This design comes from an exercise in tuning for small area, a short achievable clock period and few clock cycles per item on the open sky130 flow, not from production work.
At most, simulation tests tie the RTL to the original design; equivalence was not proved.

==> inputs of 12-02 <==
==> flow/design.v <==
`timescale 1ns/1ps
module asconRound (
    input  logic [320-1:0] stateIn,
    input  logic [3:0]                   roundIdx,
    output logic [320-1:0] stateOut
);
    logic [64-1:0] x0, x1, x2, x3, x4;
    logic [64-1:0] t0, t1, t2, t3, t4;
    logic [64-1:0] y0, y1, y2, y3, y4;
    logic [7:0]                  rc;
    assign rc = {~roundIdx, roundIdx};
    always_comb begin
        x0 = stateIn[(320-1-64*(0)) -: 64];
        x1 = stateIn[(320-1-64*(1)) -: 64];
        x2 = stateIn[(320-1-64*(2)) -: 64];
        x3 = stateIn[(320-1-64*(3)) -: 64];
        x4 = stateIn[(320-1-64*(4)) -: 64];
        x2[7:0] = x2[7:0] ^ rc;
        x0 = x0 ^ x4;
        x4 = x4 ^ x3;
        x2 = x2 ^ x1;
        t0 = ~x0 & x1;
        t1 = ~x1 & x2;
        t2 = ~x2 & x3;
        t3 = ~x3 & x4;
        t4 = ~x4 & x0;
        x0 = x0 ^ t1;
        x1 = x1 ^ t2;
        x2 = x2 ^ t3;
        x3 = x3 ^ t4;
        x4 = x4 ^ t0;
        x1 = x1 ^ x0;
        x0 = x0 ^ x4;
        x3 = x3 ^ x2;
        x2 = ~x2;
        y0 = x0 ^ {x0[18:0], x0[63:19]} ^ {x0[27:0], x0[63:28]};
        y1 = x1 ^ {x1[60:0], x1[63:61]} ^ {x1[38:0], x1[63:39]};
        y2 = x2 ^ {x2[0:0],  x2[63:1]}  ^ {x2[5:0],  x2[63:6]};
        y3 = x3 ^ {x3[9:0],  x3[63:10]} ^ {x3[16:0], x3[63:17]};
        y4 = x4 ^ {x4[6:0],  x4[63:7]}  ^ {x4[40:0], x4[63:41]};
    end
    assign stateOut = {y0, y1, y2, y3, y4};
endmodule
`timescale 1ns/1ps
module asconPermutation #(
    parameter int roundsPerCycle = 1
) (
    input  logic [320-1:0] stateIn,
    input  logic [3:0]                   roundIdx,
    output logic [320-1:0] stateOut
);
    logic [320-1:0] chain [0:roundsPerCycle];
    assign chain[0] = stateIn;
    for (genvar g = 0; g < roundsPerCycle; g++) begin : g_round
        asconRound u_round (
            .stateIn (chain[g]),
            .roundIdx(roundIdx | 4'(g)),
            .stateOut(chain[g+1])
        );
    end
    assign stateOut = chain[roundsPerCycle];
endmodule
`timescale 1ns/1ps
module asconPadding (
    input  logic [64-1:0] block,
    input  logic [4-1:0]  len,
    output logic [64-1:0] padded,
    output logic [8-1:0] byteMask
);
    always_comb begin
        for (int b = 0; b < 8; b++) begin
            byteMask[8-1-b] = (b < len);
            if (b < len) begin
                padded[64-1-8*b -: 8] = block[64-1-8*b -: 8];
            end else if (b == len) begin
                padded[64-1-8*b -: 8] = 8'h80;
            end else begin
                padded[64-1-8*b -: 8] = 8'h00;
            end
        end
    end
endmodule
`timescale 1ns/1ps
module asconController (
    input  logic       clk,
    input  logic       rst,
    input  logic       start,
    input  logic       hasAd,
    input  logic       dLast,       
    output logic       idle,
    output logic [3:0] roundIdx,
    output logic       adMode,      
    output logic       injAd,       
    output logic       injText,     
    output logic       injKey34,    
    output logic       injDs,       
    output logic       read,
    output logic       outValid,
    output logic       tagValid
);
    localparam int R = 1;
    localparam logic [3:0] lastIdx = 4'(12 - R);
    localparam logic [3:0] preIdx  = 4'(12 - 2 * R);
    localparam logic [3:0] shortRunStart = 12 - 6;
    localparam logic [2:0] phIdle  = 3'd0;
    localparam logic [2:0] phInit  = 3'd1;
    localparam logic [2:0] phAd    = 3'd2;
    localparam logic [2:0] phText  = 3'd3;
    localparam logic [2:0] phFinal = 3'd4;
    localparam logic [2:0] phTag   = 3'd5;
    logic [2:0] phase;
    logic       isLast;
    logic       isPre;
    logic       absorbing;
    assign idle      = (phase == phIdle);
    assign isLast    = (roundIdx == lastIdx);
    assign isPre     = (roundIdx == preIdx);
    assign absorbing = (phase == phInit) || (phase == phAd) || (phase == phText);
    always_ff @(posedge clk or posedge rst) begin
        if (rst) begin
            phase    <= phIdle;
            roundIdx <= 4'd0;
            adMode   <= 1'b0;
            injAd    <= 1'b0;
            injText  <= 1'b0;
            injKey34 <= 1'b0;
            injDs    <= 1'b0;
            read     <= 1'b0;
            outValid <= 1'b0;
            tagValid <= 1'b0;
        end else begin
            injAd    <= absorbing && isPre && adMode;
            injText  <= absorbing && isPre && !adMode;
            injDs    <= ((phase == phInit) || (phase == phAd)) && isPre && !adMode;
            injKey34 <= ((phase == phInit) || (phase == phFinal)) && isPre;
            read     <= (absorbing && isPre && adMode) || injText;
            outValid <= injText;
            tagValid <= (phase == phFinal) && isLast;
            roundIdx <= roundIdx + 4'(R);
            case (phase)
                phIdle: begin
                    roundIdx <= 4'd0;
                    if (start) begin
                        phase  <= phInit;
                        adMode <= hasAd;
                    end
                end
                phInit, phAd, phText: begin
                    if (isLast) begin
                        roundIdx <= shortRunStart;
                        if (adMode) begin
                            phase  <= phAd;
                            adMode <= !dLast;
                        end else if (dLast) begin
                            phase    <= phFinal;
                            roundIdx <= 4'd0;
                        end else begin
                            phase <= phText;
                        end
                    end
                end
                phFinal: begin
                    if (isLast) begin
                        phase <= phTag;
                    end
                end
                default: begin
                    phase <= phIdle;
                end
            endcase
        end
    end
endmodule
`timescale 1ns/1ps
module asconTop (
    input  logic                         clk,
    input  logic                         rst,
    input  logic                         start,
    input  logic                         hasAd,
    input  logic                         enc,
    input  logic [128-1:0]   key,
    input  logic [128-1:0]   nonce,
    input  logic [64-1:0]  adBlock,
    input  logic [4-1:0]   adLen,
    input  logic [64-1:0]  textBlock,
    input  logic [4-1:0]   textLen,
    output logic                         read,
    output logic [64-1:0]  outBlock,
    output logic                         outValid,
    output logic [128-1:0]   tag,
    output logic                         tagValid
);
    logic                         idle;
    logic [3:0]                   roundIdx;
    logic                         adMode;
    logic                         injAd;
    logic                         injText;
    logic                         injKey34;
    logic                         injDs;
    logic [320-1:0] stateReg;
    logic [320-1:0] permOut;
    logic [128-1:0]   keyReg;
    logic [64-1:0]  selBlock;
    logic [4-1:0]   selLen;
    logic [8-1:0] lenBytes;
    logic [64-1:0]  dPad;      
    logic [8-1:0] dBytes;    
    logic [8-1:0] padBytes;  
    logic                         dLast;     
    logic [64-1:0]  outReg;
    logic [64-1:0]  mask64;
    logic [64-1:0]  keep0;
    logic [64-1:0]  inj0;
    logic [128-1:0]   inj12;
    logic [128-1:0]   inj34;
    logic [320-1:0] nextState;
    logic [64-1:0]  y0;
    asconController u_controller (
        .clk     (clk),
        .rst     (rst),
        .start   (start),
        .hasAd   (hasAd),
        .dLast   (dLast),
        .idle    (idle),
        .roundIdx(roundIdx),
        .adMode  (adMode),
        .injAd   (injAd),
        .injText (injText),
        .injKey34(injKey34),
        .injDs   (injDs),
        .read    (read),
        .outValid(outValid),
        .tagValid(tagValid)
    );
    asconPermutation #(
        .roundsPerCycle(1)
    ) u_permutation (
        .stateIn (stateReg),
        .roundIdx(roundIdx),
        .stateOut(permOut)
    );
    assign selBlock = adMode ? adBlock : textBlock;
    assign selLen   = adMode ? adLen : textLen;
    always_comb begin
        for (int b = 0; b < 8; b++) begin
            lenBytes[8-1-b] = (b < selLen);
        end
    end
    always_ff @(posedge clk) begin
        dBytes <= lenBytes;
    end
    assign padBytes = {1'b1, dBytes[8-1:1]} & ~dBytes;
    assign dLast    = !dBytes[0];
    for (genvar b = 0; b < 8; b++) begin : g_pad
        assign dPad[8*b +: 8] = (selBlock[8*b +: 8] & {8{dBytes[b]}}) | {padBytes[b], 7'd0};
    end
    for (genvar b = 0; b < 8; b++) begin : g_mask
        assign mask64[8*b +: 8] = {8{dBytes[b]}};
    end
    assign keep0 = (injText && !enc) ? ~mask64 : '1;
    assign inj0  = (injAd || injText) ? dPad : '0;
    assign inj12 = (injText && dLast) ? keyReg : '0;
    assign inj34 = (injKey34 ? keyReg : '0) ^ {127'd0, injDs};
    assign y0 = permOut[(320-1-64*(0)) -: 64];
    always_comb begin
        nextState = permOut ^ {inj0, inj12, inj34};
        nextState[(320-1-64*(0)) -: 64] = (y0 & keep0) ^ inj0;
        if (idle) begin
            nextState = {64'h80400c0600000000, key, nonce};
        end
    end
    always_ff @(posedge clk) begin
        stateReg <= nextState;
        outReg   <= (y0 ^ dPad) & mask64;
        if (idle) begin
            keyReg <= key;
        end
    end
    assign outBlock = outReg;
    assign tag      = stateReg[128-1:0];
endmodule
==> flow/flow/run.sh <==
#!/bin/bash
# Standard ORFS layout, with plain buf_1 cells as the port buffers instead of
# the delay cells buffer_ports picks by default, a clock tree with larger
# sink clusters and no dummy loads, and timing repair aiming below the period.
set -euo pipefail
export BUFFER_PORTS_ARGS="-buffer_cell sky130_fd_sc_hd__buf_1"
export CTS_ARGS="-sink_clustering_enable -repair_clock_nets -dont_use_dummy_load -sink_clustering_size 20 -sink_clustering_max_diameter 80"
export SETUP_SLACK_MARGIN=5.5
bash standard.sh > standard.log 2>&1
==> flow/standard.sh <==
#!/bin/bash
# synth_recipe.tcl (not shown) runs the flow's synth.tcl, then flattens the netlist and writes it again
# the make line also repeats each setting of config.mk as NAME=value (left out here)
make -C /OpenROAD-flow-scripts/flow DESIGN_CONFIG=/design/flow/config.mk WORK_HOME=/design/flow/orfs CLKGATE_MAP_FILE= SYNTH_SCRIPT=/design/flow/synth_recipe.tcl "${@:-finish}"
==> flow/config.mk <==
export PLATFORM = sky130hd
export DESIGN_NAME = asconTop
export DESIGN_NICKNAME = asconTop
export VERILOG_FILES = /design/flow/design.v
export SDC_FILE = /design/flow/constraint.sdc
export NUM_CORES = 4
export LEC_CHECK = 0
export CAP_MARGIN = 20
export CORE_MARGIN = 2
export CORE_UTILIZATION = 40
export SLEW_MARGIN = 20
==> flow/constraint.sdc <==
create_clock -name core_clock -period 8.0 [get_ports {clk}]
set_input_delay 1.6000 -clock core_clock [delete_from_list [all_inputs] [get_ports {clk}]]
set_output_delay 1.6000 -clock core_clock [all_outputs]
set_load 0.01 [all_outputs]
==> inputs of 10-05, as changes to 12-02 <==
--- a/flow/design.v
+++ b/flow/design.v
@@ -87,10 +87,12 @@
     input  logic       start,
     input  logic       hasAd,
+    input  logic       enc,
     input  logic       dLast,       
     output logic       idle,
     output logic [3:0] roundIdx,
     output logic       adMode,      
-    output logic       injAd,       
     output logic       injText,     
+    output logic       injAny,      
+    output logic       injDec,      
     output logic       injKey34,    
     output logic       injDs,       
@@ -122,6 +124,7 @@
             roundIdx <= 4'd0;
             adMode   <= 1'b0;
-            injAd    <= 1'b0;
             injText  <= 1'b0;
+            injAny   <= 1'b0;
+            injDec   <= 1'b0;
             injKey34 <= 1'b0;
             injDs    <= 1'b0;
@@ -130,6 +133,7 @@
             tagValid <= 1'b0;
         end else begin
-            injAd    <= absorbing && isPre && adMode;
             injText  <= absorbing && isPre && !adMode;
+            injAny   <= absorbing && isPre;
+            injDec   <= absorbing && isPre && !adMode && !enc;
             injDs    <= ((phase == phInit) || (phase == phAd)) && isPre && !adMode;
             injKey34 <= ((phase == phInit) || (phase == phFinal)) && isPre;
@@ -194,6 +198,7 @@
     logic [3:0]                   roundIdx;
     logic                         adMode;
-    logic                         injAd;
     logic                         injText;
+    logic                         injAny;
+    logic                         injDec;
     logic                         injKey34;
     logic                         injDs;
@@ -204,7 +209,9 @@
     logic [4-1:0]   selLen;
     logic [8-1:0] lenBytes;
-    logic [64-1:0]  dPad;      
     logic [8-1:0] dBytes;    
     logic [8-1:0] padBytes;  
+    logic [8-1:0] injBytes;
+    logic [8-1:0] injPads;
+    logic [8-1:0] decBytes;
     logic                         dLast;     
     logic [64-1:0]  outReg;
@@ -221,10 +228,12 @@
         .start   (start),
         .hasAd   (hasAd),
+        .enc     (enc),
         .dLast   (dLast),
         .idle    (idle),
         .roundIdx(roundIdx),
         .adMode  (adMode),
-        .injAd   (injAd),
         .injText (injText),
+        .injAny  (injAny),
+        .injDec  (injDec),
         .injKey34(injKey34),
         .injDs   (injDs),
@@ -252,12 +261,12 @@
     assign padBytes = {1'b1, dBytes[8-1:1]} & ~dBytes;
     assign dLast    = !dBytes[0];
+    assign injBytes = dBytes & {8{injAny}};
+    assign injPads  = padBytes & {8{injAny}};
+    assign decBytes = dBytes & {8{injDec}};
     for (genvar b = 0; b < 8; b++) begin : g_pad
-        assign dPad[8*b +: 8] = (selBlock[8*b +: 8] & {8{dBytes[b]}}) | {padBytes[b], 7'd0};
-    end
-    for (genvar b = 0; b < 8; b++) begin : g_mask
-        assign mask64[8*b +: 8] = {8{dBytes[b]}};
-    end
-    assign keep0 = (injText && !enc) ? ~mask64 : '1;
-    assign inj0  = (injAd || injText) ? dPad : '0;
+        assign inj0[8*b +: 8]   = (selBlock[8*b +: 8] & {8{injBytes[b]}}) | {injPads[b], 7'd0};
+        assign mask64[8*b +: 8] = {8{injBytes[b]}};
+        assign keep0[8*b +: 8]  = {8{!decBytes[b]}};
+    end
     assign inj12 = (injText && dLast) ? keyReg : '0;
     assign inj34 = (injKey34 ? keyReg : '0) ^ {127'd0, injDs};
@@ -272,5 +281,5 @@
     always_ff @(posedge clk) begin
         stateReg <= nextState;
-        outReg   <= (y0 ^ dPad) & mask64;
+        outReg   <= (y0 ^ inj0) & mask64;
         if (idle) begin
             keyReg <= key;
--- a/flow/flow/run.sh
+++ b/flow/flow/run.sh
@@ -5,5 +5,5 @@
 set -euo pipefail
 export BUFFER_PORTS_ARGS="-buffer_cell sky130_fd_sc_hd__buf_1"
-export CTS_ARGS="-sink_clustering_enable -repair_clock_nets -dont_use_dummy_load -sink_clustering_size 20 -sink_clustering_max_diameter 80"
-export SETUP_SLACK_MARGIN=5.5
+export CTS_ARGS="-sink_clustering_enable -repair_clock_nets -dont_use_dummy_load -sink_clustering_size 20 -sink_clustering_max_diameter 80 -root_buf sky130_fd_sc_hd__clkbuf_16 -buf_list {sky130_fd_sc_hd__clkbuf_8 sky130_fd_sc_hd__clkbuf_16}"
+export SETUP_SLACK_MARGIN=5.2
 bash standard.sh > standard.log 2>&1
- SLEW_MARGIN: 20 -> 40
==> inputs of 12-17, as changes to 12-02 <==
--- a/flow/design.v
+++ b/flow/design.v
@@ -9,5 +9,5 @@
     logic [64-1:0] y0, y1, y2, y3, y4;
     logic [7:0]                  rc;
-    assign rc = {~roundIdx, roundIdx};
+    assign rc = 8'hF0 - 8'h0F * {4'b0000, roundIdx};
     always_comb begin
         x0 = stateIn[(320-1-64*(0)) -: 64];
@@ -55,5 +55,5 @@
         asconRound u_round (
             .stateIn (chain[g]),
-            .roundIdx(roundIdx | 4'(g)),
+            .roundIdx(roundIdx + 4'(g)),
             .stateOut(chain[g+1])
         );
@@ -88,5 +88,5 @@
     input  logic       hasAd,
     input  logic       dLast,       
-    output logic       idle,
+    output logic       startEff,
     output logic [3:0] roundIdx,
     output logic       adMode,      
@@ -113,5 +113,5 @@
     logic       isPre;
     logic       absorbing;
-    assign idle      = (phase == phIdle);
+    assign startEff  = start && (phase == phIdle);
     assign isLast    = (roundIdx == lastIdx);
     assign isPre     = (roundIdx == preIdx);
@@ -191,5 +191,6 @@
     output logic                         tagValid
 );
-    logic                         idle;
+    localparam logic [4-1:0] fullLen = 8;
+    logic                         startEff;
     logic [3:0]                   roundIdx;
     logic                         adMode;
@@ -203,8 +204,8 @@
     logic [64-1:0]  selBlock;
     logic [4-1:0]   selLen;
-    logic [8-1:0] lenBytes;
-    logic [64-1:0]  dPad;      
-    logic [8-1:0] dBytes;    
-    logic [8-1:0] padBytes;  
+    logic [64-1:0]  padded;
+    logic [8-1:0] byteMask;
+    logic [64-1:0]  dReg;      
+    logic [8-1:0] dMask;    
     logic                         dLast;     
     logic [64-1:0]  outReg;
@@ -222,5 +223,5 @@
         .hasAd   (hasAd),
         .dLast   (dLast),
-        .idle    (idle),
+        .startEff(startEff),
         .roundIdx(roundIdx),
         .adMode  (adMode),
@@ -242,22 +243,20 @@
     assign selBlock = adMode ? adBlock : textBlock;
     assign selLen   = adMode ? adLen : textLen;
-    always_comb begin
-        for (int b = 0; b < 8; b++) begin
-            lenBytes[8-1-b] = (b < selLen);
-        end
-    end
+    asconPadding u_pad (
+        .block   (selBlock),
+        .len     (selLen),
+        .padded  (padded),
+        .byteMask(byteMask)
+    );
     always_ff @(posedge clk) begin
-        dBytes <= lenBytes;
-    end
-    assign padBytes = {1'b1, dBytes[8-1:1]} & ~dBytes;
-    assign dLast    = !dBytes[0];
-    for (genvar b = 0; b < 8; b++) begin : g_pad
-        assign dPad[8*b +: 8] = (selBlock[8*b +: 8] & {8{dBytes[b]}}) | {padBytes[b], 7'd0};
+        dReg  <= padded;
+        dMask <= byteMask;
+        dLast <= (selLen != fullLen);
     end
     for (genvar b = 0; b < 8; b++) begin : g_mask
-        assign mask64[8*b +: 8] = {8{dBytes[b]}};
+        assign mask64[8*b +: 8] = {8{dMask[b]}};
     end
     assign keep0 = (injText && !enc) ? ~mask64 : '1;
-    assign inj0  = (injAd || injText) ? dPad : '0;
+    assign inj0  = (injAd || injText) ? dReg : '0;
     assign inj12 = (injText && dLast) ? keyReg : '0;
     assign inj34 = (injKey34 ? keyReg : '0) ^ {127'd0, injDs};
@@ -266,5 +265,5 @@
         nextState = permOut ^ {inj0, inj12, inj34};
         nextState[(320-1-64*(0)) -: 64] = (y0 & keep0) ^ inj0;
-        if (idle) begin
+        if (startEff) begin
             nextState = {64'h80400c0600000000, key, nonce};
         end
@@ -272,6 +271,6 @@
     always_ff @(posedge clk) begin
         stateReg <= nextState;
-        outReg   <= (y0 ^ dPad) & mask64;
-        if (idle) begin
+        outReg   <= (y0 ^ dReg) & mask64;
+        if (startEff) begin
             keyReg <= key;
         end
==> flow/run.sh (new file) <==
#!/bin/bash
# synth_recipe.tcl (not shown) runs the flow's synth.tcl, then flattens the netlist and writes it again
# the make line also repeats each setting of config.mk as NAME=value (left out here)
make -C /OpenROAD-flow-scripts/flow DESIGN_CONFIG=/design/flow/config.mk WORK_HOME=/design/flow/orfs CLKGATE_MAP_FILE= SYNTH_SCRIPT=/design/flow/synth_recipe.tcl finish
removed: flow/flow/run.sh
removed: flow/standard.sh
==> results.txt <==
- Die area, lowest first: 10-05, 12-02, 12-17.
- Fmax: 12-02 > 10-05 > 12-17.
- Clock-buffer cell count, highest first: 12-17, 10-05, 12-02.
- Clock skew: 10-05 > 12-02 > 12-17.
==> figures <==
quantity                                                                  12-02           12-17           10-05
Outcome                                                          finished clean  finished clean  finished clean
Final Non-Filler Cells                                                     6041            5957            5755
Synth unique cells                                                           46              53              53
Clock insertion delay at the later pin of the skew report                620 ps          660 ps          630 ps
Logic depth of the worst path, buffers included                               1              17               6
Timing-limited maximum frequency                                        363 MHz         203 MHz         354 MHz
Non-clock inverter count in the final layout                                198             222             208
Post-route fraction of the period consumed by the critical path           0.345           0.615           0.353
CTS sink cnt                                                                535             600             536
Testbench counts of 10-05, summed over its fixed seeds: cycles 17,560, blocks 1,860.
Function not checked in 12-02 and 12-17: the RTL went through the layout flow alone.

==> port drivers added, routing unchanged <==
Ports are ideal in the flow. The routed layouts listed here were re-timed in OpenROAD. Step 1 sets driving cells, clkbuf_16 on the clock port and buf_2 on the other inputs (assumed; they add their load-dependent delay and slew). Step 2 moves the port delays by t, midway between the first and last clock arrival at a register: inputs arrive t later, outputs are due t later. That takes back most of the time a late clock gives input paths. Three values: ideal, step 1, step 2; two values: the first two.
run	t (ns)	setup WS [ns]	cell pins on the clock port's net
12-02	0.670	5.243 / 5.170 / 4.714	1
10-05	0.661	5.178 / 5.142 / 5.120	1
12-17	0.717	3.080 / 3.080 / 2.794	1
After both steps setup and hold are still met in every run listed. For 12-02, which loses most, drivers alone change the setup slack by -0.073 ns; drivers and shift together by -0.529 ns.
